Context: an optimization exercise on an open-source flow, tuned for small area and few clock cycles per item. The choices shown serve that exercise and are no tape-out recipe. Only simulation tests tie the RTL to the original design; equivalence was not proved.

## flow/design.v (module list and top-level ports; edited modules follow where they fit)
// module svv_sq7: 57 lines
// module svv_sq7f: 54 lines
// module svv_sq6: 43 lines
// module svv_mul_g: 367 lines
// module svv_mul_x: 367 lines
// module svv_mul_vc: 81 lines
// module svv_sq13: 170 lines
// module svv_fa: 4 lines
// module svv_ha: 4 lines
// module stereo_voice_volume_pan_law: 191 lines
module stereo_voice_volume_pan_law (
  input  logic        clk_i,
  input  logic        rst_ni,
  input  logic        in_valid_i,
  output logic        in_ready_o,
  input  logic [6:0]  in_voice_level_i,
  input  logic [6:0]  in_cmd_volume_i,
  input  logic [6:0]  in_cmd_pan_i,
  input  logic [6:0]  in_tone_volume_i,
  input  logic [6:0]  in_tone_pan_i,
  input  logic [6:0]  in_program_volume_i,
  output logic        out_valid_o,
  input  logic        out_ready_i,
  output logic [13:0] out_left_level_o,
  output logic [13:0] out_right_level_o,
  input  logic        cfg_we_i,
  input  logic [1:0]  cfg_idx_i,
  input  logic [6:0]  cfg_data_i
);
  // ...
==> flow/run.sh <==
#!/bin/bash
# synth_recipe.tcl (not shown) runs the flow's synth.tcl, then flattens the netlist and writes it again
# the make line also repeats each setting of config.mk as NAME=value (left out here)
make -C /OpenROAD-flow-scripts/flow DESIGN_CONFIG=/design/flow/config.mk WORK_HOME=/design/flow/orfs CLKGATE_MAP_FILE= SYNTH_SCRIPT=/design/flow/synth_recipe.tcl finish
==> flow/config.mk <==
export PLATFORM = sky130hd
export DESIGN_NAME = stereo_voice_volume_pan_law
export DESIGN_NICKNAME = stereo_voice_volume_pan_law
export VERILOG_FILES = /design/flow/design.v
export SDC_FILE = /design/flow/constraint.sdc
export NUM_CORES = 4
export LEC_CHECK = 0
export CAP_MARGIN = 20
export CORE_MARGIN = 2
export CORE_UTILIZATION = 40
export SLEW_MARGIN = 20
export SYNTH_HIERARCHICAL = 1
export SYNTH_MINIMUM_KEEP_SIZE = 0
==> flow/constraint.sdc <==
create_clock -name core_clock -period 7.0 [get_ports {clk_i}]
set_input_delay 1.4000 -clock core_clock [delete_from_list [all_inputs] [get_ports {clk_i}]]
set_output_delay 1.4000 -clock core_clock [all_outputs]
set_load 0.01 [all_outputs]
==> out/metrics.cfg, run 1 <==
[timing]
timing.fmax_mhz = 138
slew_viol_final = 0
skew_ns = 0.0504
rsz0062_at_grt = true
hold_slack_ns = 0.411
setup_slack_ns = -0.227
finalSetupViolations = 8

[critical_path]
r2r_slack_ns = 0.62
cp_num_buf_inv = 3
critPathLaunchType = register
cp_max_fo = 4

[global_route]
first_global_vias = 51300
grt-ovfl-total = 0
grt_start_max_net_pins = 191

[clocking]
hold_buffers = 0
cts-htree-levels = 2

[floorplan]
fp.coreArea_um2 = 165000

[drt]
drt_pass1_iterations = 6
viasPerCell = 5.44
ant_nets = 0

[place]
placed_area_um2 = 70700

[yosys]
synth.cell_area_um2 = 66800
syn_avg_cell_area_um2 = 10.9
synth_cells = 6149

[finish]
num-nets-final = 8235
area_dominant_class = multi-input gates
regArea_um2 = 11100
clk_share_pct = 2.13
sh_seq_area_pct = 15.1
finalNonFillerCells = 8489

[outcome]
status = finished with violations
violations = negative setup slack

Testbench counts, summed over its fixed seeds: cycles 9,664, items 9,600.
==> module svv_mul_g, before the edit <==
module svv_mul_g (input logic [13:0] a, input logic [13:0] b, output logic [13:0] y);
  logic t1, t2, t3, t4, t5, t6, t7, t8, t9, t10, t11, t12, t13, t14, t15, t16;
  logic t17, t18, t19, t20, t21, t22, t23, t24, t25, t26, t27, t28, t29, t30, t31, t32;
  logic t33, t34, t35, t36, t37, t38, t39, t40, t41, t42, t43, t44, t45, t46, t47, t48;
  logic t49, t50, t51, t52, t53, t54, t55, t56, t57, t58, t59, t60, t61, t62, t63, t64;
  logic t65, t66, t67, t68, t69, t70, t71, t72, t73, t74, t75, t76, t77, t78, t79, t80;
  logic t81, t82, t83, t84, t85, t86, t87, t88, t89, t90, t91, t92, t93, t94, t95, t96;
  logic t97, t98, t99, t100, t101, t102, t103, t104, t105, t106, t107, t108, t109, t110, t111, t112;
  logic t113, t114, t115, t116, t117, t118, t119, t120, t121, t122, t123, t124, t125, t126, t127, t128;
  logic t129, t130, t131, t132, t133, t134, t135, t136, t137, t138, t139, t140, t141, t142, t143, t144;
  logic t145, t146, t147, t148, t149, t150, t151, t152, t153, t154, t155, t156, t157, t158, t159, t160;
  logic t161, t162, t163, t164, t165, t166, t167, t168, t169, t170, t171, t172, t173, t174, t175, t176;
  logic t177, t178, t179, t180, t181, t182, t183, t184, t185, t186, t187, t188, t189, t190, t191, t192;
  logic t193, t194, t195, t196, t197, t198, t199, t200, t201, t202, t203, t204, t205, t206, t207, t208;
  logic t209, t210, t211, t212, t213, t214, t215, t216, t217, t218, t219, t220, t221, t222, t223, t224;
  logic t225, t226, t227, t228, t229, t230, t231, t232, t233, t234, t235, t236, t237, t238, t239, t240;
  logic t241, t242, t243, t244, t245, t246, t247, t248, t249, t250, t251, t252, t253, t254, t255, t256;
  logic t257, t258, t259, t260, t261, t262, t263, t264, t265, t266, t267, t268, t269, t270, t271, t272;
  logic t273, t274, t275, t276, t277, t278, t279, t280, t281, t282, t283, t284, t285, t286, t287, t288;
  logic t289, t290, t291, t292, t293, t294, t295, t296, t297, t298, t299, t300, t301, t302, t303, t304;
  logic t305, t306, t307, t308, t309, t310, t311, t312, t313, t314, t315, t316, t317, t318, t319, t320;
  logic t321, t322, t323, t324, t325, t326, t327, t328, t329, t330, t331, t332, t333, t334, t335, t336;
  logic t337, t338, t339, t340, t341, t342, t343, t344, t345, t346, t347, t348, t349, t350, t351, t352;
  logic t353, t354, t355, t356, t357, t358, t359, t360, t361, t362, t363, t364, t365, t366, t367, t368;
  logic t369, t370, t371, t372, t373, t374, t375, t376, t377, t378, t379, t380, t381, t382, t383, t384;
  logic t385, t386, t387, t388, t389, t390, t391, t392, t393, t394, t395, t396, t397, t398, t399, t400;
  logic t401, t402, t403, t404, t405, t406, t407, t408, t409, t410, t411, t412, t413, t414, t415, t416;
  logic t417, t418, t419, t420, t421, t422, t423, t424, t425, t426, t427, t428, t429, t430, t431, t432;
  logic t433, t434, t435, t436, t437, t438, t439, t440, t441, t442, t443, t444, t445, t446, t447, t448;
  logic t449, t450, t451, t452, t453, t454, t455, t456, t457, t458, t459, t460, t461, t462, t463, t464;
  logic t465, t466, t467, t468, t469, t470, t471, t472, t473, t474, t475, t476, t477, t478, t479, t480;
  assign t1 = ~(a[0] & b[0]);
  assign t2 = ~(a[1] & b[0]);
  assign t3 = ~(a[0] & b[2]);
  assign t4 = ~(a[2] & b[0]);
  assign t5 = ~(a[0] & b[3]);
  assign t6 = ~(a[1] & b[2]);
  assign t7 = ~(a[3] & b[0]);
  assign t8 = ~(a[0] & b[4]);
  assign t9 = ~(a[1] & b[3]);
  assign t10 = ~(a[2] & b[2]);
  assign t11 = ~(a[4] & b[0]);
  assign t12 = ~(a[0] & b[5]);
  assign t13 = ~(a[1] & b[4]);
  assign t14 = ~(a[2] & b[3]);
  assign t15 = ~(a[3] & b[2]);
  assign t16 = ~(a[5] & b[0]);
  assign t17 = ~(a[0] & b[6]);
  assign t18 = ~(a[1] & b[5]);
  assign t19 = ~(a[2] & b[4]);
  assign t20 = ~(a[3] & b[3]);
  assign t21 = ~(a[4] & b[2]);
  assign t22 = ~(a[6] & b[0]);
  assign t23 = ~(a[0] & b[7]);
  assign t24 = ~(a[1] & b[6]);
  assign t25 = ~(a[2] & b[5]);
  assign t26 = ~(a[3] & b[4]);
  assign t27 = ~(a[4] & b[3]);
  assign t28 = ~(a[5] & b[2]);
  assign t29 = ~(a[7] & b[0]);
  assign t30 = ~(a[0] & b[8]);
  assign t31 = ~(a[1] & b[7]);
  assign t32 = ~(a[2] & b[6]);
  assign t33 = ~(a[3] & b[5]);
  assign t34 = ~(a[4] & b[4]);
  assign t35 = ~(a[5] & b[3]);
  assign t36 = ~(a[6] & b[2]);
  assign t37 = ~(a[8] & b[0]);
  assign t38 = ~(a[0] & b[9]);
  assign t39 = ~(a[1] & b[8]);
  assign t40 = ~(a[2] & b[7]);
  assign t41 = ~(a[3] & b[6]);
  assign t42 = ~(a[4] & b[5]);
  assign t43 = ~(a[5] & b[4]);
  assign t44 = ~(a[6] & b[3]);
  assign t45 = ~(a[7] & b[2]);
  assign t46 = ~(a[9] & b[0]);
  assign t47 = ~(a[0] & b[10]);
  assign t48 = ~(a[1] & b[9]);
  assign t49 = ~(a[2] & b[8]);
  assign t50 = ~(a[3] & b[7]);
  assign t51 = ~(a[4] & b[6]);
  assign t52 = ~(a[5] & b[5]);
  assign t53 = ~(a[6] & b[4]);
  assign t54 = ~(a[7] & b[3]);
  assign t55 = ~(a[8] & b[2]);
  assign t56 = ~(a[10] & b[0]);
  assign t57 = ~(a[0] & b[11]);
  assign t58 = ~(a[1] & b[10]);
  assign t59 = ~(a[2] & b[9]);
  assign t60 = ~(a[3] & b[8]);
  assign t61 = ~(a[4] & b[7]);
  assign t62 = ~(a[5] & b[6]);
  assign t63 = ~(a[6] & b[5]);
  assign t64 = ~(a[7] & b[4]);
  assign t65 = ~(a[8] & b[3]);
  assign t66 = ~(a[9] & b[2]);
  assign t67 = ~(a[11] & b[0]);
  assign t68 = ~(a[0] & b[12]);
  assign t69 = ~(a[1] & b[11]);
  assign t70 = ~(a[2] & b[10]);
  assign t71 = ~(a[3] & b[9]);
  assign t72 = ~(a[4] & b[8]);
  assign t73 = ~(a[5] & b[7]);
  assign t74 = ~(a[6] & b[6]);
  assign t75 = ~(a[7] & b[5]);
  assign t76 = ~(a[8] & b[4]);
  assign t77 = ~(a[9] & b[3]);
  assign t78 = ~(a[10] & b[2]);
  assign t79 = ~(a[12] & b[0]);
  assign t80 = ~(a[0] & b[13]);
  assign t81 = ~(a[1] & b[12]);
  assign t82 = ~(a[2] & b[11]);
  assign t83 = ~(a[3] & b[10]);
  assign t84 = ~(a[4] & b[9]);
  assign t85 = ~(a[5] & b[8]);
  assign t86 = ~(a[6] & b[7]);
  assign t87 = ~(a[7] & b[6]);
  assign t88 = ~(a[8] & b[5]);
  assign t89 = ~(a[9] & b[4]);
  assign t90 = ~(a[10] & b[3]);
  assign t91 = ~(a[11] & b[2]);
  assign t92 = ~(a[13] & b[0]);
  assign t93 = ~(a[1] & b[13]);
  assign t94 = ~(a[2] & b[12]);
  assign t95 = ~(a[3] & b[11]);
  assign t96 = ~(a[4] & b[10]);
  assign t97 = ~(a[5] & b[9]);
  assign t98 = ~(a[6] & b[8]);
  assign t99 = ~(a[7] & b[7]);
  assign t100 = ~(a[8] & b[6]);
  assign t101 = ~(a[9] & b[5]);
  assign t102 = ~(a[10] & b[4]);
  assign t103 = ~(a[11] & b[3]);
  assign t104 = ~(a[12] & b[2]);
  assign t105 = ~(a[2] & b[13]);
  assign t106 = ~(a[3] & b[12]);
  assign t107 = ~(a[4] & b[11]);
  assign t108 = ~(a[5] & b[10]);
  assign t109 = ~(a[6] & b[9]);
  assign t110 = ~(a[7] & b[8]);
  assign t111 = ~(a[8] & b[7]);
  assign t112 = ~(a[9] & b[6]);
  assign t113 = ~(a[10] & b[5]);
  assign t114 = ~(a[11] & b[4]);
  assign t115 = ~(a[12] & b[3]);
  assign t116 = ~(a[13] & b[2]);
  assign t117 = ~(a[3] & b[13]);
  assign t118 = ~(a[4] & b[12]);
  assign t119 = ~(a[5] & b[11]);
  assign t120 = ~(a[6] & b[10]);
  assign t121 = ~(a[7] & b[9]);
  assign t122 = ~(a[8] & b[8]);
  assign t123 = ~(a[9] & b[7]);
  assign t124 = ~(a[10] & b[6]);
  assign t125 = ~(a[11] & b[5]);
  assign t126 = ~(a[12] & b[4]);
  assign t127 = ~(a[13] & b[3]);
  assign t128 = ~(a[4] & b[13]);
  assign t129 = ~(a[5] & b[12]);
  assign t130 = ~(a[6] & b[11]);
  assign t131 = ~(a[7] & b[10]);
  assign t132 = ~(a[8] & b[9]);
  assign t133 = ~(a[9] & b[8]);
  assign t134 = ~(a[10] & b[7]);
  assign t135 = ~(a[11] & b[6]);
  assign t136 = ~(a[12] & b[5]);
  assign t137 = ~(a[13] & b[4]);
  assign t138 = ~(a[5] & b[13]);
  assign t139 = ~(a[6] & b[12]);
  assign t140 = ~(a[7] & b[11]);
  assign t141 = ~(a[8] & b[10]);
  assign t142 = ~(a[9] & b[9]);
  assign t143 = ~(a[10] & b[8]);
  assign t144 = ~(a[11] & b[7]);
  assign t145 = ~(a[12] & b[6]);
  assign t146 = ~(a[13] & b[5]);
  assign t147 = ~(a[6] & b[13]);
  assign t148 = ~(a[7] & b[12]);
  assign t149 = ~(a[8] & b[11]);
  assign t150 = ~(a[9] & b[10]);
  assign t151 = ~(a[10] & b[9]);
  assign t152 = ~(a[11] & b[8]);
  assign t153 = ~(a[12] & b[7]);
  assign t154 = ~(a[13] & b[6]);
  assign t155 = ~(a[7] & b[13]);
  assign t156 = ~(a[8] & b[12]);
  assign t157 = ~(a[9] & b[11]);
  assign t158 = ~(a[10] & b[10]);
  assign t159 = ~(a[11] & b[9]);
  assign t160 = ~(a[12] & b[8]);
  assign t161 = ~(a[13] & b[7]);
  assign t162 = ~(a[8] & b[13]);
  assign t163 = ~(a[9] & b[12]);
  assign t164 = ~(a[10] & b[11]);
  assign t165 = ~(a[11] & b[10]);
  assign t166 = ~(a[12] & b[9]);
  assign t167 = ~(a[13] & b[8]);
  assign t168 = ~(a[9] & b[13]);
  assign t169 = ~(a[10] & b[12]);
  assign t170 = ~(a[11] & b[11]);
  assign t171 = ~(a[12] & b[10]);
  assign t172 = ~(a[13] & b[9]);
  assign t173 = ~(a[10] & b[13]);
  assign t174 = ~(a[11] & b[12]);
  assign t175 = ~(a[12] & b[11]);
  assign t176 = ~(a[13] & b[10]);
  assign t177 = ~(a[11] & b[13]);
  assign t178 = ~(a[12] & b[12]);
  assign t179 = ~(a[13] & b[11]);
  assign t180 = ~(a[12] & b[13]);
  assign t181 = ~(a[13] & b[12]);
  assign t182 = ~(a[13] & b[13]);
  svv_fa u_t183 (.a(t47), .b(t48), .c(1'b1), .s(t183), .co(t184));
  svv_fa u_t185 (.a(t57), .b(t58), .c(t59), .s(t185), .co(t186));
  svv_fa u_t187 (.a(t60), .b(t61), .c(1'b1), .s(t187), .co(t188));
  svv_fa u_t189 (.a(t68), .b(t69), .c(t70), .s(t189), .co(t190));
  svv_fa u_t191 (.a(t71), .b(t72), .c(t73), .s(t191), .co(t192));
  svv_fa u_t193 (.a(t74), .b(t75), .c(1'b1), .s(t193), .co(t194));
  svv_fa u_t195 (.a(t80), .b(t81), .c(t82), .s(t195), .co(t196));
  svv_fa u_t197 (.a(t83), .b(t84), .c(t85), .s(t197), .co(t198));
  svv_fa u_t199 (.a(t86), .b(t87), .c(t88), .s(t199), .co(t200));
  svv_fa u_t201 (.a(t89), .b(t90), .c(1'b1), .s(t201), .co(t202));
  svv_fa u_t203 (.a(t93), .b(t94), .c(t95), .s(t203), .co(t204));
  svv_fa u_t205 (.a(t96), .b(t97), .c(t98), .s(t205), .co(t206));
  svv_fa u_t207 (.a(t99), .b(t100), .c(t101), .s(t207), .co(t208));
  svv_fa u_t209 (.a(t102), .b(t103), .c(1'b1), .s(t209), .co(t210));
  svv_fa u_t211 (.a(t105), .b(t106), .c(t107), .s(t211), .co(t212));
  svv_fa u_t213 (.a(t108), .b(t109), .c(t110), .s(t213), .co(t214));
  svv_fa u_t215 (.a(t111), .b(t112), .c(t113), .s(t215), .co(t216));
  svv_fa u_t217 (.a(t114), .b(t115), .c(1'b1), .s(t217), .co(t218));
  svv_fa u_t219 (.a(t117), .b(t118), .c(t119), .s(t219), .co(t220));
  svv_fa u_t221 (.a(t120), .b(t121), .c(t122), .s(t221), .co(t222));
  svv_fa u_t223 (.a(t123), .b(t124), .c(t125), .s(t223), .co(t224));
  svv_fa u_t225 (.a(t128), .b(t129), .c(t130), .s(t225), .co(t226));
  svv_fa u_t227 (.a(t131), .b(t132), .c(t133), .s(t227), .co(t228));
  svv_fa u_t229 (.a(t138), .b(t139), .c(t140), .s(t229), .co(t230));
  svv_fa u_t231 (.a(t23), .b(t24), .c(1'b1), .s(t231), .co(t232));
  svv_fa u_t233 (.a(t30), .b(t31), .c(t32), .s(t233), .co(t234));
  svv_fa u_t235 (.a(t33), .b(t34), .c(1'b1), .s(t235), .co(t236));
  svv_fa u_t237 (.a(t38), .b(t39), .c(t40), .s(t237), .co(t238));
  svv_fa u_t239 (.a(t41), .b(t42), .c(t43), .s(t239), .co(t240));
  svv_fa u_t241 (.a(t44), .b(t45), .c(1'b1), .s(t241), .co(t242));
  svv_fa u_t243 (.a(t183), .b(t49), .c(t50), .s(t243), .co(t244));
  svv_fa u_t245 (.a(t51), .b(t52), .c(t53), .s(t245), .co(t246));
  svv_fa u_t247 (.a(t54), .b(t55), .c(t56), .s(t247), .co(t248));
  svv_fa u_t249 (.a(t184), .b(t185), .c(t187), .s(t249), .co(t250));
  svv_fa u_t251 (.a(t62), .b(t63), .c(t64), .s(t251), .co(t252));
  svv_fa u_t253 (.a(t65), .b(t66), .c(t67), .s(t253), .co(t254));
  svv_fa u_t255 (.a(t186), .b(t188), .c(t189), .s(t255), .co(t256));
  svv_fa u_t257 (.a(t191), .b(t193), .c(t76), .s(t257), .co(t258));
  svv_fa u_t259 (.a(t77), .b(t78), .c(t79), .s(t259), .co(t260));
  svv_fa u_t261 (.a(t190), .b(t192), .c(t194), .s(t261), .co(t262));
  svv_fa u_t263 (.a(t195), .b(t197), .c(t199), .s(t263), .co(t264));
  svv_fa u_t265 (.a(t201), .b(t91), .c(t92), .s(t265), .co(t266));
  svv_fa u_t267 (.a(t196), .b(t198), .c(t200), .s(t267), .co(t268));
  svv_fa u_t269 (.a(t202), .b(t203), .c(t205), .s(t269), .co(t270));
  svv_fa u_t271 (.a(t207), .b(t209), .c(t104), .s(t271), .co(t272));
  svv_fa u_t273 (.a(t204), .b(t206), .c(t208), .s(t273), .co(t274));
  svv_fa u_t275 (.a(t210), .b(t211), .c(t213), .s(t275), .co(t276));
  svv_fa u_t277 (.a(t215), .b(t217), .c(t116), .s(t277), .co(t278));
  svv_fa u_t279 (.a(t212), .b(t214), .c(t216), .s(t279), .co(t280));
  svv_fa u_t281 (.a(t218), .b(t219), .c(t221), .s(t281), .co(t282));
  svv_fa u_t283 (.a(t223), .b(t126), .c(t127), .s(t283), .co(t284));
  svv_fa u_t285 (.a(t220), .b(t222), .c(t224), .s(t285), .co(t286));
  svv_fa u_t287 (.a(t225), .b(t227), .c(t134), .s(t287), .co(t288));
  svv_fa u_t289 (.a(t135), .b(t136), .c(t137), .s(t289), .co(t290));
  svv_fa u_t291 (.a(t226), .b(t228), .c(t229), .s(t291), .co(t292));
  svv_fa u_t293 (.a(t141), .b(t142), .c(t143), .s(t293), .co(t294));
  svv_fa u_t295 (.a(t144), .b(t145), .c(t146), .s(t295), .co(t296));
  svv_fa u_t297 (.a(t230), .b(t147), .c(t148), .s(t297), .co(t298));
  svv_fa u_t299 (.a(t149), .b(t150), .c(t151), .s(t299), .co(t300));
  svv_fa u_t301 (.a(t152), .b(t153), .c(t154), .s(t301), .co(t302));
  svv_fa u_t303 (.a(t155), .b(t156), .c(t157), .s(t303), .co(t304));
  svv_fa u_t305 (.a(t158), .b(t159), .c(t160), .s(t305), .co(t306));
  svv_fa u_t307 (.a(t162), .b(t163), .c(t164), .s(t307), .co(t308));
  svv_fa u_t309 (.a(t12), .b(t13), .c(1'b1), .s(t309), .co(t310));
  svv_fa u_t311 (.a(t17), .b(t18), .c(t19), .s(t311), .co(t312));
  svv_fa u_t313 (.a(t20), .b(t21), .c(1'b1), .s(t313), .co(t314));
  svv_fa u_t315 (.a(t231), .b(t25), .c(t26), .s(t315), .co(t316));
  svv_fa u_t317 (.a(t27), .b(t28), .c(t29), .s(t317), .co(t318));
  svv_fa u_t319 (.a(t232), .b(t233), .c(t235), .s(t319), .co(t320));
  svv_fa u_t321 (.a(t35), .b(t36), .c(t37), .s(t321), .co(t322));
  svv_fa u_t323 (.a(t234), .b(t236), .c(t237), .s(t323), .co(t324));
  svv_fa u_t325 (.a(t239), .b(t241), .c(t46), .s(t325), .co(t326));
  svv_fa u_t327 (.a(t238), .b(t240), .c(t242), .s(t327), .co(t328));
  svv_fa u_t329 (.a(t243), .b(t245), .c(t247), .s(t329), .co(t330));
  svv_fa u_t331 (.a(t244), .b(t246), .c(t248), .s(t331), .co(t332));
  svv_fa u_t333 (.a(t249), .b(t251), .c(t253), .s(t333), .co(t334));
  svv_fa u_t335 (.a(t250), .b(t252), .c(t254), .s(t335), .co(t336));
  svv_fa u_t337 (.a(t255), .b(t257), .c(t259), .s(t337), .co(t338));
  svv_fa u_t339 (.a(t256), .b(t258), .c(t260), .s(t339), .co(t340));
  svv_fa u_t341 (.a(t261), .b(t263), .c(t265), .s(t341), .co(t342));
  svv_fa u_t343 (.a(t262), .b(t264), .c(t266), .s(t343), .co(t344));
  svv_fa u_t345 (.a(t267), .b(t269), .c(t271), .s(t345), .co(t346));
  svv_fa u_t347 (.a(t268), .b(t270), .c(t272), .s(t347), .co(t348));
  svv_fa u_t349 (.a(t273), .b(t275), .c(t277), .s(t349), .co(t350));
  svv_fa u_t351 (.a(t274), .b(t276), .c(t278), .s(t351), .co(t352));
  svv_fa u_t353 (.a(t279), .b(t281), .c(t283), .s(t353), .co(t354));
  svv_fa u_t355 (.a(t280), .b(t282), .c(t284), .s(t355), .co(t356));
  svv_fa u_t357 (.a(t285), .b(t287), .c(t289), .s(t357), .co(t358));
  svv_fa u_t359 (.a(t286), .b(t288), .c(t290), .s(t359), .co(t360));
  svv_fa u_t361 (.a(t291), .b(t293), .c(t295), .s(t361), .co(t362));
  svv_fa u_t363 (.a(t292), .b(t294), .c(t296), .s(t363), .co(t364));
  svv_fa u_t365 (.a(t297), .b(t299), .c(t301), .s(t365), .co(t366));
  svv_fa u_t367 (.a(t298), .b(t300), .c(t302), .s(t367), .co(t368));
  svv_fa u_t369 (.a(t303), .b(t305), .c(t161), .s(t369), .co(t370));
  svv_fa u_t371 (.a(t304), .b(t306), .c(t307), .s(t371), .co(t372));
  svv_fa u_t373 (.a(t165), .b(t166), .c(t167), .s(t373), .co(t374));
  svv_fa u_t375 (.a(t308), .b(t168), .c(t169), .s(t375), .co(t376));
  svv_fa u_t377 (.a(t170), .b(t171), .c(t172), .s(t377), .co(t378));
  svv_fa u_t379 (.a(t173), .b(t174), .c(t175), .s(t379), .co(t380));
  svv_fa u_t381 (.a(t8), .b(t9), .c(1'b1), .s(t381), .co(t382));
  svv_fa u_t383 (.a(t309), .b(t14), .c(t15), .s(t383), .co(t384));
  svv_fa u_t385 (.a(t310), .b(t311), .c(t313), .s(t385), .co(t386));
  svv_fa u_t387 (.a(t312), .b(t314), .c(t315), .s(t387), .co(t388));
  svv_fa u_t389 (.a(t316), .b(t318), .c(t319), .s(t389), .co(t390));
  svv_fa u_t391 (.a(t320), .b(t322), .c(t323), .s(t391), .co(t392));
  svv_fa u_t393 (.a(t324), .b(t326), .c(t327), .s(t393), .co(t394));
  svv_fa u_t395 (.a(t328), .b(t330), .c(t331), .s(t395), .co(t396));
  svv_fa u_t397 (.a(t332), .b(t334), .c(t335), .s(t397), .co(t398));
  svv_fa u_t399 (.a(t336), .b(t338), .c(t339), .s(t399), .co(t400));
  svv_fa u_t401 (.a(t340), .b(t342), .c(t343), .s(t401), .co(t402));
  svv_fa u_t403 (.a(t344), .b(t346), .c(t347), .s(t403), .co(t404));
  svv_fa u_t405 (.a(t348), .b(t350), .c(t351), .s(t405), .co(t406));
  svv_fa u_t407 (.a(t352), .b(t354), .c(t355), .s(t407), .co(t408));
  svv_fa u_t409 (.a(t356), .b(t358), .c(t359), .s(t409), .co(t410));
  svv_fa u_t411 (.a(t360), .b(t362), .c(t363), .s(t411), .co(t412));
  svv_fa u_t413 (.a(t364), .b(t366), .c(t367), .s(t413), .co(t414));
  svv_fa u_t415 (.a(t368), .b(t370), .c(t371), .s(t415), .co(t416));
  svv_fa u_t417 (.a(t372), .b(t374), .c(t375), .s(t417), .co(t418));
  svv_fa u_t419 (.a(t376), .b(t378), .c(t379), .s(t419), .co(t420));
  svv_fa u_t421 (.a(t380), .b(t177), .c(t178), .s(t421), .co(t422));
  svv_fa u_t423 (.a(t5), .b(t6), .c(1'b1), .s(t423), .co(t424));
  svv_fa u_t425 (.a(t381), .b(t10), .c(t11), .s(t425), .co(t426));
  svv_fa u_t427 (.a(t382), .b(t383), .c(t16), .s(t427), .co(t428));
  svv_fa u_t429 (.a(t384), .b(t385), .c(t22), .s(t429), .co(t430));
  svv_fa u_t431 (.a(t386), .b(t387), .c(t317), .s(t431), .co(t432));
  svv_fa u_t433 (.a(t388), .b(t389), .c(t321), .s(t433), .co(t434));
  svv_fa u_t435 (.a(t390), .b(t391), .c(t325), .s(t435), .co(t436));
  svv_fa u_t437 (.a(t392), .b(t393), .c(t329), .s(t437), .co(t438));
  svv_fa u_t439 (.a(t394), .b(t395), .c(t333), .s(t439), .co(t440));
  svv_fa u_t441 (.a(t396), .b(t397), .c(t337), .s(t441), .co(t442));
  svv_fa u_t443 (.a(t398), .b(t399), .c(t341), .s(t443), .co(t444));
  svv_fa u_t445 (.a(t400), .b(t401), .c(t345), .s(t445), .co(t446));
  svv_fa u_t447 (.a(t402), .b(t403), .c(t349), .s(t447), .co(t448));
  svv_fa u_t449 (.a(t404), .b(t405), .c(t353), .s(t449), .co(t450));
  svv_fa u_t451 (.a(t406), .b(t407), .c(t357), .s(t451), .co(t452));
  svv_fa u_t453 (.a(t408), .b(t409), .c(t361), .s(t453), .co(t454));
  svv_fa u_t455 (.a(t410), .b(t411), .c(t365), .s(t455), .co(t456));
  svv_fa u_t457 (.a(t412), .b(t413), .c(t369), .s(t457), .co(t458));
  svv_fa u_t459 (.a(t414), .b(t415), .c(t373), .s(t459), .co(t460));
  svv_fa u_t461 (.a(t416), .b(t417), .c(t377), .s(t461), .co(t462));
  svv_fa u_t463 (.a(t418), .b(t419), .c(t176), .s(t463), .co(t464));
  svv_fa u_t465 (.a(t420), .b(t421), .c(t179), .s(t465), .co(t466));
  svv_fa u_t467 (.a(t422), .b(t180), .c(t181), .s(t467), .co(t468));
  svv_fa u_t469 (.a(t3), .b(t4), .c(1'b1), .s(t469), .co(t470));
  svv_fa u_t471 (.a(t423), .b(t7), .c(t470), .s(t471), .co(t472));
  svv_fa u_t473 (.a(t424), .b(t425), .c(t472), .s(t473), .co(t474));
  svv_fa u_t475 (.a(t426), .b(t427), .c(t474), .s(t475), .co(t476));
  svv_fa u_t477 (.a(t428), .b(t429), .c(t476), .s(t477), .co(t478));
  svv_fa u_t479 (.a(t430), .b(t431), .c(t478), .s(t479), .co(t480));
  wire [19:0] ra = {1'b1, t468, t466, t464, t462, t460, t458, t456, t454, t452, t450, t448, t446, t444, t442, t440, t438, t436, t434, t432};
  wire [19:0] rb = {1'b1, t182, t467, t465, t463, t461, t459, t457, t455, t453, t451, t449, t447, t445, t443, t441, t439, t437, t435, t433};
  wire [19:0] sh = ~(ra + rb + {19'd0, t480});
  assign y = {sh[19], sh[18], sh[17], sh[16], sh[15], sh[14], sh[13], sh[12], sh[11], sh[10], sh[9], sh[8], sh[7], sh[6]};
endmodule
==> module svv_mul_vc, before the edit <==
module svv_mul_vc (input logic [6:0] a, input logic [5:0] b, output logic [12:0] y);
  logic t1, t2, t3, t4, t5, t6, t7, t8, t9, t10, t11, t12, t13, t14, t15, t16;
  logic t17, t18, t19, t20, t21, t22, t23, t24, t25, t26, t27, t28, t29, t30, t31, t32;
  logic t33, t34, t35, t36, t37, t38, t39, t40, t41, t42, t43, t44, t45, t46, t47, t48;
  logic t49, t50, t51, t52, t53, t54, t55, t56, t57, t58, t59, t60, t61, t62, t63, t64;
  logic t65, t66, t67, t68, t69, t70, t71, t72, t73, t74, t75, t76, t77, t78, t79, t80;
  logic t81, t82, t83, t84, t85, t86, t87, t88, t89, t90, t91, t92, t93, t94, t95, t96;
  assign t1 = ~(a[0] & b[0]);
  assign t2 = ~(a[0] & b[1]);
  assign t3 = ~(a[1] & b[0]);
  assign t4 = ~(a[0] & b[2]);
  assign t5 = ~(a[1] & b[1]);
  assign t6 = ~(a[2] & b[0]);
  assign t7 = ~(a[0] & b[3]);
  assign t8 = ~(a[1] & b[2]);
  assign t9 = ~(a[2] & b[1]);
  assign t10 = ~(a[3] & b[0]);
  assign t11 = ~(a[0] & b[4]);
  assign t12 = ~(a[1] & b[3]);
  assign t13 = ~(a[2] & b[2]);
  assign t14 = ~(a[3] & b[1]);
  assign t15 = ~(a[4] & b[0]);
  assign t16 = ~(a[0] & b[5]);
  assign t17 = ~(a[1] & b[4]);
  assign t18 = ~(a[2] & b[3]);
  assign t19 = ~(a[3] & b[2]);
  assign t20 = ~(a[4] & b[1]);
  assign t21 = ~(a[5] & b[0]);
  assign t22 = ~(a[1] & b[5]);
  assign t23 = ~(a[2] & b[4]);
  assign t24 = ~(a[3] & b[3]);
  assign t25 = ~(a[4] & b[2]);
  assign t26 = ~(a[5] & b[1]);
  assign t27 = ~(a[6] & b[0]);
  assign t28 = ~(a[2] & b[5]);
  assign t29 = ~(a[3] & b[4]);
  assign t30 = ~(a[4] & b[3]);
  assign t31 = ~(a[5] & b[2]);
  assign t32 = ~(a[6] & b[1]);
  assign t33 = ~(a[3] & b[5]);
  assign t34 = ~(a[4] & b[4]);
  assign t35 = ~(a[5] & b[3]);
  assign t36 = ~(a[6] & b[2]);
  assign t37 = ~(a[4] & b[5]);
  assign t38 = ~(a[5] & b[4]);
  assign t39 = ~(a[6] & b[3]);
  assign t40 = ~(a[5] & b[5]);
  assign t41 = ~(a[6] & b[4]);
  assign t42 = ~(a[6] & b[5]);
  svv_fa u_t43 (.a(t11), .b(t12), .c(1'b1), .s(t43), .co(t44));
  svv_fa u_t45 (.a(t16), .b(t17), .c(t18), .s(t45), .co(t46));
  svv_fa u_t47 (.a(t19), .b(t20), .c(1'b1), .s(t47), .co(t48));
  svv_fa u_t49 (.a(t22), .b(t23), .c(t24), .s(t49), .co(t50));
  svv_fa u_t51 (.a(t25), .b(t26), .c(t27), .s(t51), .co(t52));
  svv_fa u_t53 (.a(t28), .b(t29), .c(t30), .s(t53), .co(t54));
  svv_fa u_t55 (.a(t31), .b(t32), .c(1'b1), .s(t55), .co(t56));
  svv_fa u_t57 (.a(t33), .b(t34), .c(t35), .s(t57), .co(t58));
  svv_fa u_t59 (.a(t7), .b(t8), .c(1'b1), .s(t59), .co(t60));
  svv_fa u_t61 (.a(t43), .b(t13), .c(t14), .s(t61), .co(t62));
  svv_fa u_t63 (.a(t44), .b(t45), .c(t47), .s(t63), .co(t64));
  svv_fa u_t65 (.a(t46), .b(t48), .c(t49), .s(t65), .co(t66));
  svv_fa u_t67 (.a(t50), .b(t52), .c(t53), .s(t67), .co(t68));
  svv_fa u_t69 (.a(t54), .b(t56), .c(t57), .s(t69), .co(t70));
  svv_fa u_t71 (.a(t58), .b(t37), .c(t38), .s(t71), .co(t72));
  svv_fa u_t73 (.a(t4), .b(t5), .c(1'b1), .s(t73), .co(t74));
  svv_fa u_t75 (.a(t59), .b(t9), .c(t10), .s(t75), .co(t76));
  svv_fa u_t77 (.a(t60), .b(t61), .c(t15), .s(t77), .co(t78));
  svv_fa u_t79 (.a(t62), .b(t63), .c(t21), .s(t79), .co(t80));
  svv_fa u_t81 (.a(t64), .b(t65), .c(t51), .s(t81), .co(t82));
  svv_fa u_t83 (.a(t66), .b(t67), .c(t55), .s(t83), .co(t84));
  svv_fa u_t85 (.a(t68), .b(t69), .c(t36), .s(t85), .co(t86));
  svv_fa u_t87 (.a(t70), .b(t71), .c(t39), .s(t87), .co(t88));
  svv_fa u_t89 (.a(t72), .b(t40), .c(t41), .s(t89), .co(t90));
  svv_fa u_t91 (.a(t2), .b(t3), .c(1'b1), .s(t91), .co(t92));
  svv_fa u_t93 (.a(t73), .b(t6), .c(t92), .s(t93), .co(t94));
  svv_fa u_t95 (.a(t74), .b(t75), .c(t94), .s(t95), .co(t96));
  wire [8:0] ra = {1'b1, t90, t88, t86, t84, t82, t80, t78, t76};
  wire [8:0] rb = {1'b1, t42, t89, t87, t85, t83, t81, t79, t77};
  wire [8:0] sh = ~(ra + rb + {8'd0, t96});
  assign y = {sh[8], sh[7], sh[6], sh[5], sh[4], sh[3], sh[2], sh[1], sh[0], ~t95, ~t93, ~t91, ~t1};
endmodule
==> inputs of run 2 (changes only) <==
--- a/flow/design.v
+++ b/flow/design.v
@@ -367,36 +367,45 @@
   assign t180 = ~(a[12] & b[13]);
   assign t181 = ~(a[13] & b[12]);
   assign t182 = ~(a[13] & b[13]);
-  svv_fa u_t183 (.a(t47), .b(t48), .c(1'b1), .s(t183), .co(t184));
+  svv_xn u_t183 (.a(t47), .b(t48), .y(t183));
+  svv_or u_t184 (.a(t47), .b(t48), .y(t184));
   svv_fa u_t185 (.a(t57), .b(t58), .c(t59), .s(t185), .co(t186));
-  svv_fa u_t187 (.a(t60), .b(t61), .c(1'b1), .s(t187), .co(t188));
+  svv_xn u_t187 (.a(t60), .b(t61), .y(t187));
+  svv_or u_t188 (.a(t60), .b(t61), .y(t188));
   svv_fa u_t189 (.a(t68), .b(t69), .c(t70), .s(t189), .co(t190));
   svv_fa u_t191 (.a(t71), .b(t72), .c(t73), .s(t191), .co(t192));
-  svv_fa u_t193 (.a(t74), .b(t75), .c(1'b1), .s(t193), .co(t194));
+  svv_xn u_t193 (.a(t74), .b(t75), .y(t193));
+  svv_or u_t194 (.a(t74), .b(t75), .y(t194));
   svv_fa u_t195 (.a(t80), .b(t81), .c(t82), .s(t195), .co(t196));
   svv_fa u_t197 (.a(t83), .b(t84), .c(t85), .s(t197), .co(t198));
   svv_fa u_t199 (.a(t86), .b(t87), .c(t88), .s(t199), .co(t200));
-  svv_fa u_t201 (.a(t89), .b(t90), .c(1'b1), .s(t201), .co(t202));
+  svv_xn u_t201 (.a(t89), .b(t90), .y(t201));
+  svv_or u_t202 (.a(t89), .b(t90), .y(t202));
   svv_fa u_t203 (.a(t93), .b(t94), .c(t95), .s(t203), .co(t204));
   svv_fa u_t205 (.a(t96), .b(t97), .c(t98), .s(t205), .co(t206));
   svv_fa u_t207 (.a(t99), .b(t100), .c(t101), .s(t207), .co(t208));
-  svv_fa u_t209 (.a(t102), .b(t103), .c(1'b1), .s(t209), .co(t210));
+  svv_xn u_t209 (.a(t102), .b(t103), .y(t209));
+  svv_or u_t210 (.a(t102), .b(t103), .y(t210));
   svv_fa u_t211 (.a(t105), .b(t106), .c(t107), .s(t211), .co(t212));
   svv_fa u_t213 (.a(t108), .b(t109), .c(t110), .s(t213), .co(t214));
   svv_fa u_t215 (.a(t111), .b(t112), .c(t113), .s(t215), .co(t216));
-  svv_fa u_t217 (.a(t114), .b(t115), .c(1'b1), .s(t217), .co(t218));
+  svv_xn u_t217 (.a(t114), .b(t115), .y(t217));
+  svv_or u_t218 (.a(t114), .b(t115), .y(t218));
   svv_fa u_t219 (.a(t117), .b(t118), .c(t119), .s(t219), .co(t220));
   svv_fa u_t221 (.a(t120), .b(t121), .c(t122), .s(t221), .co(t222));
   svv_fa u_t223 (.a(t123), .b(t124), .c(t125), .s(t223), .co(t224));
   svv_fa u_t225 (.a(t128), .b(t129), .c(t130), .s(t225), .co(t226));
   svv_fa u_t227 (.a(t131), .b(t132), .c(t133), .s(t227), .co(t228));
   svv_fa u_t229 (.a(t138), .b(t139), .c(t140), .s(t229), .co(t230));
-  svv_fa u_t231 (.a(t23), .b(t24), .c(1'b1), .s(t231), .co(t232));
+  svv_xn u_t231 (.a(t23), .b(t24), .y(t231));
+  svv_or u_t232 (.a(t23), .b(t24), .y(t232));
   svv_fa u_t233 (.a(t30), .b(t31), .c(t32), .s(t233), .co(t234));
-  svv_fa u_t235 (.a(t33), .b(t34), .c(1'b1), .s(t235), .co(t236));
+  svv_xn u_t235 (.a(t33), .b(t34), .y(t235));
+  svv_or u_t236 (.a(t33), .b(t34), .y(t236));
   svv_fa u_t237 (.a(t38), .b(t39), .c(t40), .s(t237), .co(t238));
   svv_fa u_t239 (.a(t41), .b(t42), .c(t43), .s(t239), .co(t240));
-  svv_fa u_t241 (.a(t44), .b(t45), .c(1'b1), .s(t241), .co(t242));
+  svv_xn u_t241 (.a(t44), .b(t45), .y(t241));
+  svv_or u_t242 (.a(t44), .b(t45), .y(t242));
   svv_fa u_t243 (.a(t183), .b(t49), .c(t50), .s(t243), .co(t244));
   svv_fa u_t245 (.a(t51), .b(t52), .c(t53), .s(t245), .co(t246));
   svv_fa u_t247 (.a(t54), .b(t55), .c(t56), .s(t247), .co(t248));
@@ -430,9 +439,11 @@
   svv_fa u_t303 (.a(t155), .b(t156), .c(t157), .s(t303), .co(t304));
   svv_fa u_t305 (.a(t158), .b(t159), .c(t160), .s(t305), .co(t306));
   svv_fa u_t307 (.a(t162), .b(t163), .c(t164), .s(t307), .co(t308));
-  svv_fa u_t309 (.a(t12), .b(t13), .c(1'b1), .s(t309), .co(t310));
+  svv_xn u_t309 (.a(t12), .b(t13), .y(t309));
+  svv_or u_t310 (.a(t12), .b(t13), .y(t310));
   svv_fa u_t311 (.a(t17), .b(t18), .c(t19), .s(t311), .co(t312));
-  svv_fa u_t313 (.a(t20), .b(t21), .c(1'b1), .s(t313), .co(t314));
+  svv_xn u_t313 (.a(t20), .b(t21), .y(t313));
+  svv_or u_t314 (.a(t20), .b(t21), .y(t314));
   svv_fa u_t315 (.a(t231), .b(t25), .c(t26), .s(t315), .co(t316));
   svv_fa u_t317 (.a(t27), .b(t28), .c(t29), .s(t317), .co(t318));
   svv_fa u_t319 (.a(t232), .b(t233), .c(t235), .s(t319), .co(t320));
@@ -466,7 +477,8 @@
   svv_fa u_t375 (.a(t308), .b(t168), .c(t169), .s(t375), .co(t376));
   svv_fa u_t377 (.a(t170), .b(t171), .c(t172), .s(t377), .co(t378));
   svv_fa u_t379 (.a(t173), .b(t174), .c(t175), .s(t379), .co(t380));
-  svv_fa u_t381 (.a(t8), .b(t9), .c(1'b1), .s(t381), .co(t382));
+  svv_xn u_t381 (.a(t8), .b(t9), .y(t381));
+  svv_or u_t382 (.a(t8), .b(t9), .y(t382));
   svv_fa u_t383 (.a(t309), .b(t14), .c(t15), .s(t383), .co(t384));
   svv_fa u_t385 (.a(t310), .b(t311), .c(t313), .s(t385), .co(t386));
   svv_fa u_t387 (.a(t312), .b(t314), .c(t315), .s(t387), .co(t388));
@@ -487,7 +499,8 @@
   svv_fa u_t417 (.a(t372), .b(t374), .c(t375), .s(t417), .co(t418));
   svv_fa u_t419 (.a(t376), .b(t378), .c(t379), .s(t419), .co(t420));
   svv_fa u_t421 (.a(t380), .b(t177), .c(t178), .s(t421), .co(t422));
-  svv_fa u_t423 (.a(t5), .b(t6), .c(1'b1), .s(t423), .co(t424));
+  svv_xn u_t423 (.a(t5), .b(t6), .y(t423));
+  svv_or u_t424 (.a(t5), .b(t6), .y(t424));
   svv_fa u_t425 (.a(t381), .b(t10), .c(t11), .s(t425), .co(t426));
   svv_fa u_t427 (.a(t382), .b(t383), .c(t16), .s(t427), .co(t428));
   svv_fa u_t429 (.a(t384), .b(t385), .c(t22), .s(t429), .co(t430));
@@ -510,7 +523,8 @@
   svv_fa u_t463 (.a(t418), .b(t419), .c(t176), .s(t463), .co(t464));
   svv_fa u_t465 (.a(t420), .b(t421), .c(t179), .s(t465), .co(t466));
   svv_fa u_t467 (.a(t422), .b(t180), .c(t181), .s(t467), .co(t468));
-  svv_fa u_t469 (.a(t3), .b(t4), .c(1'b1), .s(t469), .co(t470));
+  svv_xn u_t469 (.a(t3), .b(t4), .y(t469));
+  svv_or u_t470 (.a(t3), .b(t4), .y(t470));
   svv_fa u_t471 (.a(t423), .b(t7), .c(t470), .s(t471), .co(t472));
   svv_fa u_t473 (.a(t424), .b(t425), .c(t472), .s(t473), .co(t474));
   svv_fa u_t475 (.a(t426), .b(t427), .c(t474), .s(t475), .co(t476));
@@ -734,36 +748,45 @@
   assign t180 = ~(a[12] & b[13]);
   assign t181 = ~(a[13] & b[12]);
   assign t182 = ~(a[13] & b[13]);
-  svv_fa u_t183 (.a(t47), .b(t48), .c(1'b1), .s(t183), .co(t184));
+  svv_xn u_t183 (.a(t47), .b(t48), .y(t183));
+  svv_or u_t184 (.a(t47), .b(t48), .y(t184));
   svv_fa u_t185 (.a(t57), .b(t58), .c(t59), .s(t185), .co(t186));
-  svv_fa u_t187 (.a(t60), .b(t61), .c(1'b1), .s(t187), .co(t188));
+  svv_xn u_t187 (.a(t60), .b(t61), .y(t187));
+  svv_or u_t188 (.a(t60), .b(t61), .y(t188));
   svv_fa u_t189 (.a(t68), .b(t69), .c(t70), .s(t189), .co(t190));
   svv_fa u_t191 (.a(t71), .b(t72), .c(t73), .s(t191), .co(t192));
-  svv_fa u_t193 (.a(t74), .b(t75), .c(1'b1), .s(t193), .co(t194));
+  svv_xn u_t193 (.a(t74), .b(t75), .y(t193));
+  svv_or u_t194 (.a(t74), .b(t75), .y(t194));
   svv_fa u_t195 (.a(t80), .b(t81), .c(t82), .s(t195), .co(t196));
   svv_fa u_t197 (.a(t83), .b(t84), .c(t85), .s(t197), .co(t198));
   svv_fa u_t199 (.a(t86), .b(t87), .c(t88), .s(t199), .co(t200));
-  svv_fa u_t201 (.a(t89), .b(t90), .c(1'b1), .s(t201), .co(t202));
+  svv_xn u_t201 (.a(t89), .b(t90), .y(t201));
+  svv_or u_t202 (.a(t89), .b(t90), .y(t202));
   svv_fa u_t203 (.a(t93), .b(t94), .c(t95), .s(t203), .co(t204));
   svv_fa u_t205 (.a(t96), .b(t97), .c(t98), .s(t205), .co(t206));
   svv_fa u_t207 (.a(t99), .b(t100), .c(t101), .s(t207), .co(t208));
-  svv_fa u_t209 (.a(t102), .b(t103), .c(1'b1), .s(t209), .co(t210));
+  svv_xn u_t209 (.a(t102), .b(t103), .y(t209));
+  svv_or u_t210 (.a(t102), .b(t103), .y(t210));
   svv_fa u_t211 (.a(t105), .b(t106), .c(t107), .s(t211), .co(t212));
   svv_fa u_t213 (.a(t108), .b(t109), .c(t110), .s(t213), .co(t214));
   svv_fa u_t215 (.a(t111), .b(t112), .c(t113), .s(t215), .co(t216));
-  svv_fa u_t217 (.a(t114), .b(t115), .c(1'b1), .s(t217), .co(t218));
+  svv_xn u_t217 (.a(t114), .b(t115), .y(t217));
+  svv_or u_t218 (.a(t114), .b(t115), .y(t218));
   svv_fa u_t219 (.a(t117), .b(t118), .c(t119), .s(t219), .co(t220));
   svv_fa u_t221 (.a(t120), .b(t121), .c(t122), .s(t221), .co(t222));
   svv_fa u_t223 (.a(t123), .b(t124), .c(t125), .s(t223), .co(t224));
   svv_fa u_t225 (.a(t128), .b(t129), .c(t130), .s(t225), .co(t226));
   svv_fa u_t227 (.a(t131), .b(t132), .c(t133), .s(t227), .co(t228));
   svv_fa u_t229 (.a(t138), .b(t139), .c(t140), .s(t229), .co(t230));
-  svv_fa u_t231 (.a(t23), .b(t24), .c(1'b1), .s(t231), .co(t232));
+  svv_xn u_t231 (.a(t23), .b(t24), .y(t231));
+  svv_or u_t232 (.a(t23), .b(t24), .y(t232));
   svv_fa u_t233 (.a(t30), .b(t31), .c(t32), .s(t233), .co(t234));
-  svv_fa u_t235 (.a(t33), .b(t34), .c(1'b1), .s(t235), .co(t236));
+  svv_xn u_t235 (.a(t33), .b(t34), .y(t235));
+  svv_or u_t236 (.a(t33), .b(t34), .y(t236));
   svv_fa u_t237 (.a(t38), .b(t39), .c(t40), .s(t237), .co(t238));
   svv_fa u_t239 (.a(t41), .b(t42), .c(t43), .s(t239), .co(t240));
-  svv_fa u_t241 (.a(t44), .b(t45), .c(1'b1), .s(t241), .co(t242));
+  svv_xn u_t241 (.a(t44), .b(t45), .y(t241));
+  svv_or u_t242 (.a(t44), .b(t45), .y(t242));
   svv_fa u_t243 (.a(t183), .b(t49), .c(t50), .s(t243), .co(t244));
   svv_fa u_t245 (.a(t51), .b(t52), .c(t53), .s(t245), .co(t246));
   svv_fa u_t247 (.a(t54), .b(t55), .c(t56), .s(t247), .co(t248));
@@ -797,9 +820,11 @@
   svv_fa u_t303 (.a(t155), .b(t156), .c(t157), .s(t303), .co(t304));
   svv_fa u_t305 (.a(t158), .b(t159), .c(t160), .s(t305), .co(t306));
   svv_fa u_t307 (.a(t162), .b(t163), .c(t164), .s(t307), .co(t308));
-  svv_fa u_t309 (.a(t12), .b(t13), .c(1'b1), .s(t309), .co(t310));
+  svv_xn u_t309 (.a(t12), .b(t13), .y(t309));
+  svv_or u_t310 (.a(t12), .b(t13), .y(t310));
   svv_fa u_t311 (.a(t17), .b(t18), .c(t19), .s(t311), .co(t312));
-  svv_fa u_t313 (.a(t20), .b(t21), .c(1'b1), .s(t313), .co(t314));
+  svv_xn u_t313 (.a(t20), .b(t21), .y(t313));
+  svv_or u_t314 (.a(t20), .b(t21), .y(t314));
   svv_fa u_t315 (.a(t231), .b(t25), .c(t26), .s(t315), .co(t316));
   svv_fa u_t317 (.a(t27), .b(t28), .c(t29), .s(t317), .co(t318));
   svv_fa u_t319 (.a(t232), .b(t233), .c(t235), .s(t319), .co(t320));
@@ -833,7 +858,8 @@
   svv_fa u_t375 (.a(t308), .b(t168), .c(t169), .s(t375), .co(t376));
   svv_fa u_t377 (.a(t170), .b(t171), .c(t172), .s(t377), .co(t378));
   svv_fa u_t379 (.a(t173), .b(t174), .c(t175), .s(t379), .co(t380));
-  svv_fa u_t381 (.a(t8), .b(t9), .c(1'b1), .s(t381), .co(t382));
+  svv_xn u_t381 (.a(t8), .b(t9), .y(t381));
+  svv_or u_t382 (.a(t8), .b(t9), .y(t382));
   svv_fa u_t383 (.a(t309), .b(t14), .c(t15), .s(t383), .co(t384));
   svv_fa u_t385 (.a(t310), .b(t311), .c(t313), .s(t385), .co(t386));
   svv_fa u_t387 (.a(t312), .b(t314), .c(t315), .s(t387), .co(t388));
@@ -854,7 +880,8 @@
   svv_fa u_t417 (.a(t372), .b(t374), .c(t375), .s(t417), .co(t418));
   svv_fa u_t419 (.a(t376), .b(t378), .c(t379), .s(t419), .co(t420));
   svv_fa u_t421 (.a(t380), .b(t177), .c(t178), .s(t421), .co(t422));
-  svv_fa u_t423 (.a(t5), .b(t6), .c(1'b1), .s(t423), .co(t424));
+  svv_xn u_t423 (.a(t5), .b(t6), .y(t423));
+  svv_or u_t424 (.a(t5), .b(t6), .y(t424));
   svv_fa u_t425 (.a(t381), .b(t10), .c(t11), .s(t425), .co(t426));
   svv_fa u_t427 (.a(t382), .b(t383), .c(t16), .s(t427), .co(t428));
   svv_fa u_t429 (.a(t384), .b(t385), .c(t22), .s(t429), .co(t430));
@@ -877,7 +904,8 @@
   svv_fa u_t463 (.a(t418), .b(t419), .c(t176), .s(t463), .co(t464));
   svv_fa u_t465 (.a(t420), .b(t421), .c(t179), .s(t465), .co(t466));
   svv_fa u_t467 (.a(t422), .b(t180), .c(t181), .s(t467), .co(t468));
-  svv_fa u_t469 (.a(t3), .b(t4), .c(1'b1), .s(t469), .co(t470));
+  svv_xn u_t469 (.a(t3), .b(t4), .y(t469));
+  svv_or u_t470 (.a(t3), .b(t4), .y(t470));
   svv_fa u_t471 (.a(t423), .b(t7), .c(t470), .s(t471), .co(t472));
   svv_fa u_t473 (.a(t424), .b(t425), .c(t472), .s(t473), .co(t474));
   svv_fa u_t475 (.a(t426), .b(t427), .c(t474), .s(t475), .co(t476));
@@ -937,22 +965,27 @@
   assign t40 = ~(a[5] & b[5]);
   assign t41 = ~(a[6] & b[4]);
   assign t42 = ~(a[6] & b[5]);
-  svv_fa u_t43 (.a(t11), .b(t12), .c(1'b1), .s(t43), .co(t44));
+  svv_xn u_t43 (.a(t11), .b(t12), .y(t43));
+  svv_or u_t44 (.a(t11), .b(t12), .y(t44));
   svv_fa u_t45 (.a(t16), .b(t17), .c(t18), .s(t45), .co(t46));
-  svv_fa u_t47 (.a(t19), .b(t20), .c(1'b1), .s(t47), .co(t48));
+  svv_xn u_t47 (.a(t19), .b(t20), .y(t47));
+  svv_or u_t48 (.a(t19), .b(t20), .y(t48));
   svv_fa u_t49 (.a(t22), .b(t23), .c(t24), .s(t49), .co(t50));
   svv_fa u_t51 (.a(t25), .b(t26), .c(t27), .s(t51), .co(t52));
   svv_fa u_t53 (.a(t28), .b(t29), .c(t30), .s(t53), .co(t54));
-  svv_fa u_t55 (.a(t31), .b(t32), .c(1'b1), .s(t55), .co(t56));
+  svv_xn u_t55 (.a(t31), .b(t32), .y(t55));
+  svv_or u_t56 (.a(t31), .b(t32), .y(t56));
   svv_fa u_t57 (.a(t33), .b(t34), .c(t35), .s(t57), .co(t58));
-  svv_fa u_t59 (.a(t7), .b(t8), .c(1'b1), .s(t59), .co(t60));
+  svv_xn u_t59 (.a(t7), .b(t8), .y(t59));
+  svv_or u_t60 (.a(t7), .b(t8), .y(t60));
   svv_fa u_t61 (.a(t43), .b(t13), .c(t14), .s(t61), .co(t62));
   svv_fa u_t63 (.a(t44), .b(t45), .c(t47), .s(t63), .co(t64));
   svv_fa u_t65 (.a(t46), .b(t48), .c(t49), .s(t65), .co(t66));
   svv_fa u_t67 (.a(t50), .b(t52), .c(t53), .s(t67), .co(t68));
   svv_fa u_t69 (.a(t54), .b(t56), .c(t57), .s(t69), .co(t70));
   svv_fa u_t71 (.a(t58), .b(t37), .c(t38), .s(t71), .co(t72));
-  svv_fa u_t73 (.a(t4), .b(t5), .c(1'b1), .s(t73), .co(t74));
+  svv_xn u_t73 (.a(t4), .b(t5), .y(t73));
+  svv_or u_t74 (.a(t4), .b(t5), .y(t74));
   svv_fa u_t75 (.a(t59), .b(t9), .c(t10), .s(t75), .co(t76));
   svv_fa u_t77 (.a(t60), .b(t61), .c(t15), .s(t77), .co(t78));
   svv_fa u_t79 (.a(t62), .b(t63), .c(t21), .s(t79), .co(t80));
@@ -961,7 +994,8 @@
   svv_fa u_t85 (.a(t68), .b(t69), .c(t36), .s(t85), .co(t86));
   svv_fa u_t87 (.a(t70), .b(t71), .c(t39), .s(t87), .co(t88));
   svv_fa u_t89 (.a(t72), .b(t40), .c(t41), .s(t89), .co(t90));
-  svv_fa u_t91 (.a(t2), .b(t3), .c(1'b1), .s(t91), .co(t92));
+  svv_xn u_t91 (.a(t2), .b(t3), .y(t91));
+  svv_or u_t92 (.a(t2), .b(t3), .y(t92));
   svv_fa u_t93 (.a(t73), .b(t6), .c(t92), .s(t93), .co(t94));
   svv_fa u_t95 (.a(t74), .b(t75), .c(t94), .s(t95), .co(t96));
   wire [8:0] ra = {1'b1, t90, t88, t86, t84, t82, t80, t78, t76};
@@ -1075,15 +1109,21 @@
   assign t89 = ~(a[10] & a[12]);
   assign t90 = ~(a[11] & a[12]);
   assign t91 = ~(a[12]);
-  svv_fa u_t92 (.a(t37), .b(t38), .c(1'b1), .s(t92), .co(t93));
-  svv_fa u_t94 (.a(t44), .b(t45), .c(1'b1), .s(t94), .co(t95));
+  svv_xn u_t92 (.a(t37), .b(t38), .y(t92));
+  svv_or u_t93 (.a(t37), .b(t38), .y(t93));
+  svv_xn u_t94 (.a(t44), .b(t45), .y(t94));
+  svv_or u_t95 (.a(t44), .b(t45), .y(t95));
   svv_fa u_t96 (.a(t50), .b(t51), .c(t52), .s(t96), .co(t97));
-  svv_fa u_t98 (.a(t17), .b(t18), .c(1'b1), .s(t98), .co(t99));
-  svv_fa u_t100 (.a(t22), .b(t23), .c(1'b1), .s(t100), .co(t101));
+  svv_xn u_t98 (.a(t17), .b(t18), .y(t98));
+  svv_or u_t99 (.a(t17), .b(t18), .y(t99));
+  svv_xn u_t100 (.a(t22), .b(t23), .y(t100));
+  svv_or u_t101 (.a(t22), .b(t23), .y(t101));
   svv_fa u_t102 (.a(t26), .b(t27), .c(t28), .s(t102), .co(t103));
-  svv_fa u_t104 (.a(t29), .b(t30), .c(1'b1), .s(t104), .co(t105));
+  svv_xn u_t104 (.a(t29), .b(t30), .y(t104));
+  svv_or u_t105 (.a(t29), .b(t30), .y(t105));
   svv_fa u_t106 (.a(t32), .b(t33), .c(t34), .s(t106), .co(t107));
-  svv_fa u_t108 (.a(t35), .b(t36), .c(1'b1), .s(t108), .co(t109));
+  svv_xn u_t108 (.a(t35), .b(t36), .y(t108));
+  svv_or u_t109 (.a(t35), .b(t36), .y(t109));
   svv_fa u_t110 (.a(t92), .b(t39), .c(t40), .s(t110), .co(t111));
   svv_fa u_t112 (.a(t41), .b(t42), .c(t43), .s(t112), .co(t113));
   svv_fa u_t114 (.a(t93), .b(t94), .c(t46), .s(t114), .co(t115));
@@ -1096,8 +1136,10 @@
   svv_fa u_t128 (.a(t65), .b(t66), .c(t67), .s(t128), .co(t129));
   svv_fa u_t130 (.a(t68), .b(t69), .c(t70), .s(t130), .co(t131));
   svv_fa u_t132 (.a(t72), .b(t73), .c(t74), .s(t132), .co(t133));
-  svv_fa u_t134 (.a(t10), .b(t11), .c(1'b1), .s(t134), .co(t135));
-  svv_fa u_t136 (.a(t14), .b(t15), .c(1'b1), .s(t136), .co(t137));
+  svv_xn u_t134 (.a(t10), .b(t11), .y(t134));
+  svv_or u_t135 (.a(t10), .b(t11), .y(t135));
+  svv_xn u_t136 (.a(t14), .b(t15), .y(t136));
+  svv_or u_t137 (.a(t14), .b(t15), .y(t137));
   svv_fa u_t138 (.a(t98), .b(t19), .c(t20), .s(t138), .co(t139));
   svv_fa u_t140 (.a(t99), .b(t100), .c(t24), .s(t140), .co(t141));
   svv_fa u_t142 (.a(t101), .b(t102), .c(t104), .s(t142), .co(t143));
@@ -1111,8 +1153,10 @@
   svv_fa u_t158 (.a(t131), .b(t132), .c(t75), .s(t158), .co(t159));
   svv_fa u_t160 (.a(t133), .b(t77), .c(t78), .s(t160), .co(t161));
   svv_fa u_t162 (.a(t80), .b(t81), .c(t82), .s(t162), .co(t163));
-  svv_fa u_t164 (.a(t5), .b(t6), .c(1'b1), .s(t164), .co(t165));
-  svv_fa u_t166 (.a(t8), .b(t9), .c(1'b1), .s(t166), .co(t167));
+  svv_xn u_t164 (.a(t5), .b(t6), .y(t164));
+  svv_or u_t165 (.a(t5), .b(t6), .y(t165));
+  svv_xn u_t166 (.a(t8), .b(t9), .y(t166));
+  svv_or u_t167 (.a(t8), .b(t9), .y(t167));
   svv_fa u_t168 (.a(t134), .b(t12), .c(t13), .s(t168), .co(t169));
   svv_fa u_t170 (.a(t135), .b(t136), .c(t16), .s(t170), .co(t171));
   svv_fa u_t172 (.a(t137), .b(t138), .c(t21), .s(t172), .co(t173));
@@ -1130,8 +1174,10 @@
   svv_fa u_t196 (.a(t161), .b(t162), .c(t83), .s(t196), .co(t197));
   svv_fa u_t198 (.a(t163), .b(t84), .c(t85), .s(t198), .co(t199));
   svv_fa u_t200 (.a(t86), .b(t87), .c(t88), .s(t200), .co(t201));
-  svv_fa u_t202 (.a(t2), .b(t3), .c(1'b1), .s(t202), .co(t203));
-  svv_fa u_t204 (.a(t4), .b(t203), .c(1'b1), .s(t204), .co(t205));
+  svv_xn u_t202 (.a(t2), .b(t3), .y(t202));
+  svv_or u_t203 (.a(t2), .b(t3), .y(t203));
+  svv_xn u_t204 (.a(t4), .b(t203), .y(t204));
+  svv_or u_t205 (.a(t4), .b(t203), .y(t205));
   svv_fa u_t206 (.a(t164), .b(t7), .c(t205), .s(t206), .co(t207));
   svv_fa u_t208 (.a(t165), .b(t166), .c(t207), .s(t208), .co(t209));
   wire [19:0] ra = {1'b1, t90, t201, t199, t197, t195, t193, t191, t189, t187, t185, t183, t181, t179, t177, t175, t173, t171, t169, t167};
@@ -1147,6 +1193,12 @@
   assign s  = a ^ b;
   assign co = a & b;
 endmodule
+module svv_xn (input logic a, input logic b, output logic y);
+  assign y = ~(a ^ b);
+endmodule
+module svv_or (input logic a, input logic b, output logic y);
+  assign y = a | b;
+endmodule
 `timescale 1ns / 1ps
 module stereo_voice_volume_pan_law (
   input  logic        clk_i,
@@ -1171,12 +1223,12 @@
   localparam logic [1:0]  CfgSfx    = 2'd1;
   localparam logic [1:0]  CfgMaster = 2'd2;
   localparam logic [13:0] FullGain  = 14'd16129;
-  logic [6:0] vld_q;       
+  logic [7:0] vld_q;       
   logic       adv;         
   logic       busy;        
   logic       dirty_q;     
   logic       take;
-  assign adv        = !vld_q[6] || out_ready_i;
+  assign adv        = !vld_q[7] || out_ready_i;
   assign busy       = |vld_q[6:0];
   assign in_ready_o = adv && (!dirty_q || !busy);
   assign take       = in_valid_i && in_ready_o;
@@ -1184,7 +1236,7 @@
     if (!rst_ni) begin
       vld_q <= '0;
     end else if (adv) begin
-      vld_q <= {vld_q[5:0], take};
+      vld_q <= {vld_q[6:0], take};
     end
   end
   logic        mono_q;
@@ -1335,7 +1387,17 @@
       r_q7 <= r6;
     end
   end
-  svv_mul_g u_m7l (.a(l_q7), .b(master_use_q), .y(out_left_level_o));
-  svv_mul_g u_m7r (.a(r_q7), .b(master_use_q), .y(out_right_level_o));
-  assign out_valid_o = vld_q[6];
+  logic [13:0] l7, r7;
+  svv_mul_g u_m7l (.a(l_q7), .b(master_use_q), .y(l7));
+  svv_mul_g u_m7r (.a(r_q7), .b(master_use_q), .y(r7));
+  logic [13:0] l_q8, r_q8;
+  always_ff @(posedge clk_i) begin
+    if (adv) begin
+      l_q8 <= l7;
+      r_q8 <= r7;
+    end
+  end
+  assign out_valid_o       = vld_q[7];
+  assign out_left_level_o  = l_q8;
+  assign out_right_level_o = r_q8;
 endmodule
==> run 2 against run 1 <==
The run now finishes clean. Clock-buffer cell count is 6 higher. Final cell count shrank 1.8%. Area after synthesis barely moved. Critical path type is now reg2reg. Routed wire length down 2.7%. Non-clock buffer count down 180. Sequential share of layout area up 1.8 points. Clock skew down 0.016 ns.
==> out/metrics.cfg, run 2 <==
[drt]
drtIter0Drc = 3172  ; was 3275
routedWlPerCell_um = 20.3  ; was 20.5 um
drt_pass1_iterations = 6  ; unchanged
wl_met2_um = 85700  ; was 86400 um
ant_nets = 0  ; unchanged
routed.top_layer = met5  ; was met4
wl_um = 169000  ; was 174000 um
viasPerCell = 5.46  ; was 5.44
wl_met1_um = 68900  ; was 72200 um
wl_met3_um = 9310  ; was 9640 um

[critical_path]
r2r_slack_ns = 1.09  ; was 0.62 ns
cp.depth = 16  ; was 15
cp_num_buf_inv = 0  ; was 3
cp.required_ns = 7.51  ; was 5.60 ns
path_delay_family = adder cells  ; unchanged
r2r-end = r_q4[13]  ; unchanged
r2r_start = p2on_q3  ; unchanged
cp-end-kind = register  ; was output pin
crit_top_cell = fa_1  ; unchanged
crit_path_end = r_q4[13]  ; was out_right_level_o[13]
cp_max_fo = 13  ; was 4
critPathLaunchType = register  ; unchanged
cpPeakStageDelay_ns = 0.69  ; was 0.57 ns

[place]
port_buffers = 85  ; unchanged
gp_congestion = 0.881  ; was 0.897

[yosys]
ys_warn_count = 7  ; unchanged
synth.cell_area_um2 = 66700  ; was 66800 um2
synth_cells = 6315  ; was 6149
syn_avg_cell_area_um2 = 10.6  ; was 10.9 um2

[clocking]
cts-htree-levels = 2  ; unchanged
numCtsBuffers = 51  ; was 47
cts_resized = 0  ; was 196
clock_latency_ns = 0.66  ; was 0.65 ns
postCtsSetupBuffers = 0  ; was 24
tritoncts = yes  ; unchanged
hold_buffers = 0  ; unchanged
cts_root_buf = clkbuf_16  ; unchanged
clock_path_buffers = 3  ; unchanged

[global_route]
grt_start_max_net_pins = 159  ; was 191
grt_pass1_wl_um = 276000  ; was 281000 um
antenna_found_initial = 2  ; was 1
grt-ovfl-total = 0  ; unchanged
first_global_vias = 50600  ; was 51300

[floorplan]
io_pins = 86  ; unchanged
die_height_um = 412  ; was 413 um
start_util_pct = 40.3  ; was 40.4%
rows = 149  ; unchanged
dieArea_um2 = 170000  ; about the same
fp.coreArea_um2 = 165000  ; unchanged

[finish]
num-nets-final = 7921  ; was 8235
drive_gt1_share_pct = 5.71  ; was 10.9%
fin_util_pct = 42.7  ; was 44.3%
mostFrequentLayoutCell = nand2_1  ; unchanged
area_growth_pct = 5.93  ; was 9.74%
regArea_um2 = 11900  ; was 11100 um2
multiInputGateArea_um2 = 52600  ; was 54800 um2

[timing]
skew_ns = 0.0343  ; was 0.0504 ns
finalSetupViolations = 0  ; was 8
rsz0062_at_grt = false  ; was true
slew_viol_final = 0  ; unchanged
finalCritPeriodShare_pct = 84.4  ; was 103%
timing.fmax_mhz = 169  ; was 138 MHz
fin_tns_setup_ns = 0  ; was -0.777 ns
fin_crit_ns = 5.91  ; was 7.23 ns
worstMarginPinSlew_ns = 0.945  ; was 1.03 ns

[outcome]
status = no timing/DRC/antenna violations  ; was finished with violations

[job]
cap_violations = 0  ; unchanged

## run 2: cell type report
| type | instances | share of cell area (%) |
|---|---|---|
| timing repair buffer | 162 | 2.03 |
| clock inverter | 34 | 0.407 |
| sequential | 406 | 16.9 |
| inverter | 70 | 0.395 |
| multi-input combinational | 5416 | 74.5 |
| clock buffer | 62 | 1.94 |
| tap | 2189 | 3.88 |
## run 2: worst min path at each step
stage	start	end	cells after the start
floorplan	cv_q1[0]	cv_q2[0]	0
global placement	cv_q1[3]	cv_q2[3]	0
detailed placement	oth_q2[0]	oth_q3[0]	0
CTS	oth_q2[10]	oth_q3[10]	0
global route	pv_q3[4]	pv_q4[4]	0
finish	oth_q2[10]	oth_q3[10]	0
## run 2: routing by layer
metal / GRT usage [%] / vias to the layer above
met2: 35.8 / 1461
met5: 0 / -
met4: 6.46 / 2
met3: 2.73 / 264
met1: 25.8 / 23900
li1: - / 19900
## run 2: metrics by stage
step	hold slack, ns	setup WS, ns	instance area [um2]	instances
floorplan	0.400	0.567	66700	6315
CTS	0.417	1.10	70700	8339
global route	0.415	0.789	70700	8339
finish	0.411	1.09	70700	8339
global placement	0.401	1.17	69000	8243
detailed placement	0.405	1.13	69000	8243
## run 2: worst reg2reg max path: stages (launching register included)
cell and delay [ns]:
edfxtp_1 0.69, mux2_2 0.53, nand2_1 0.16, fa_1 0.59
fa_1 0.45, fa_1 0.46, fa_1 0.55, fa_1 0.43
ha_1 0.38, a21o_1 0.20, a21oi_2 0.13, o21ai_1 0.08
a221o_2 0.42, a21oi_2 0.16, xor2_1 0.25, mux2i_1 0.11
a21oi_1 0.19
Testbench counts of run 2, summed over its fixed seeds: cycles 9,672, items 9,600.

==> what the ideal ports hide <==
The flow's constraints put no driver on any port. The routed layouts listed below were extracted and timed again, unchanged, in two steps. Step 1: set_driving_cell puts a clkbuf_16 on clk_i and a buf_2 on each other input, an assumption about the parent block. Step 2 also shifts input and output timing later by t, the mid clock arrival at the registers, as if the neighbouring blocks saw the same clock. a / b / c = no drivers / after step 1 / after step 2; a / b = the first two.
run	t, ns	setup WS [ns]
run 1	0.703	-0.227 / -0.300 / 0.403
run 2	0.722	1.092 / 1.092 / 1.092
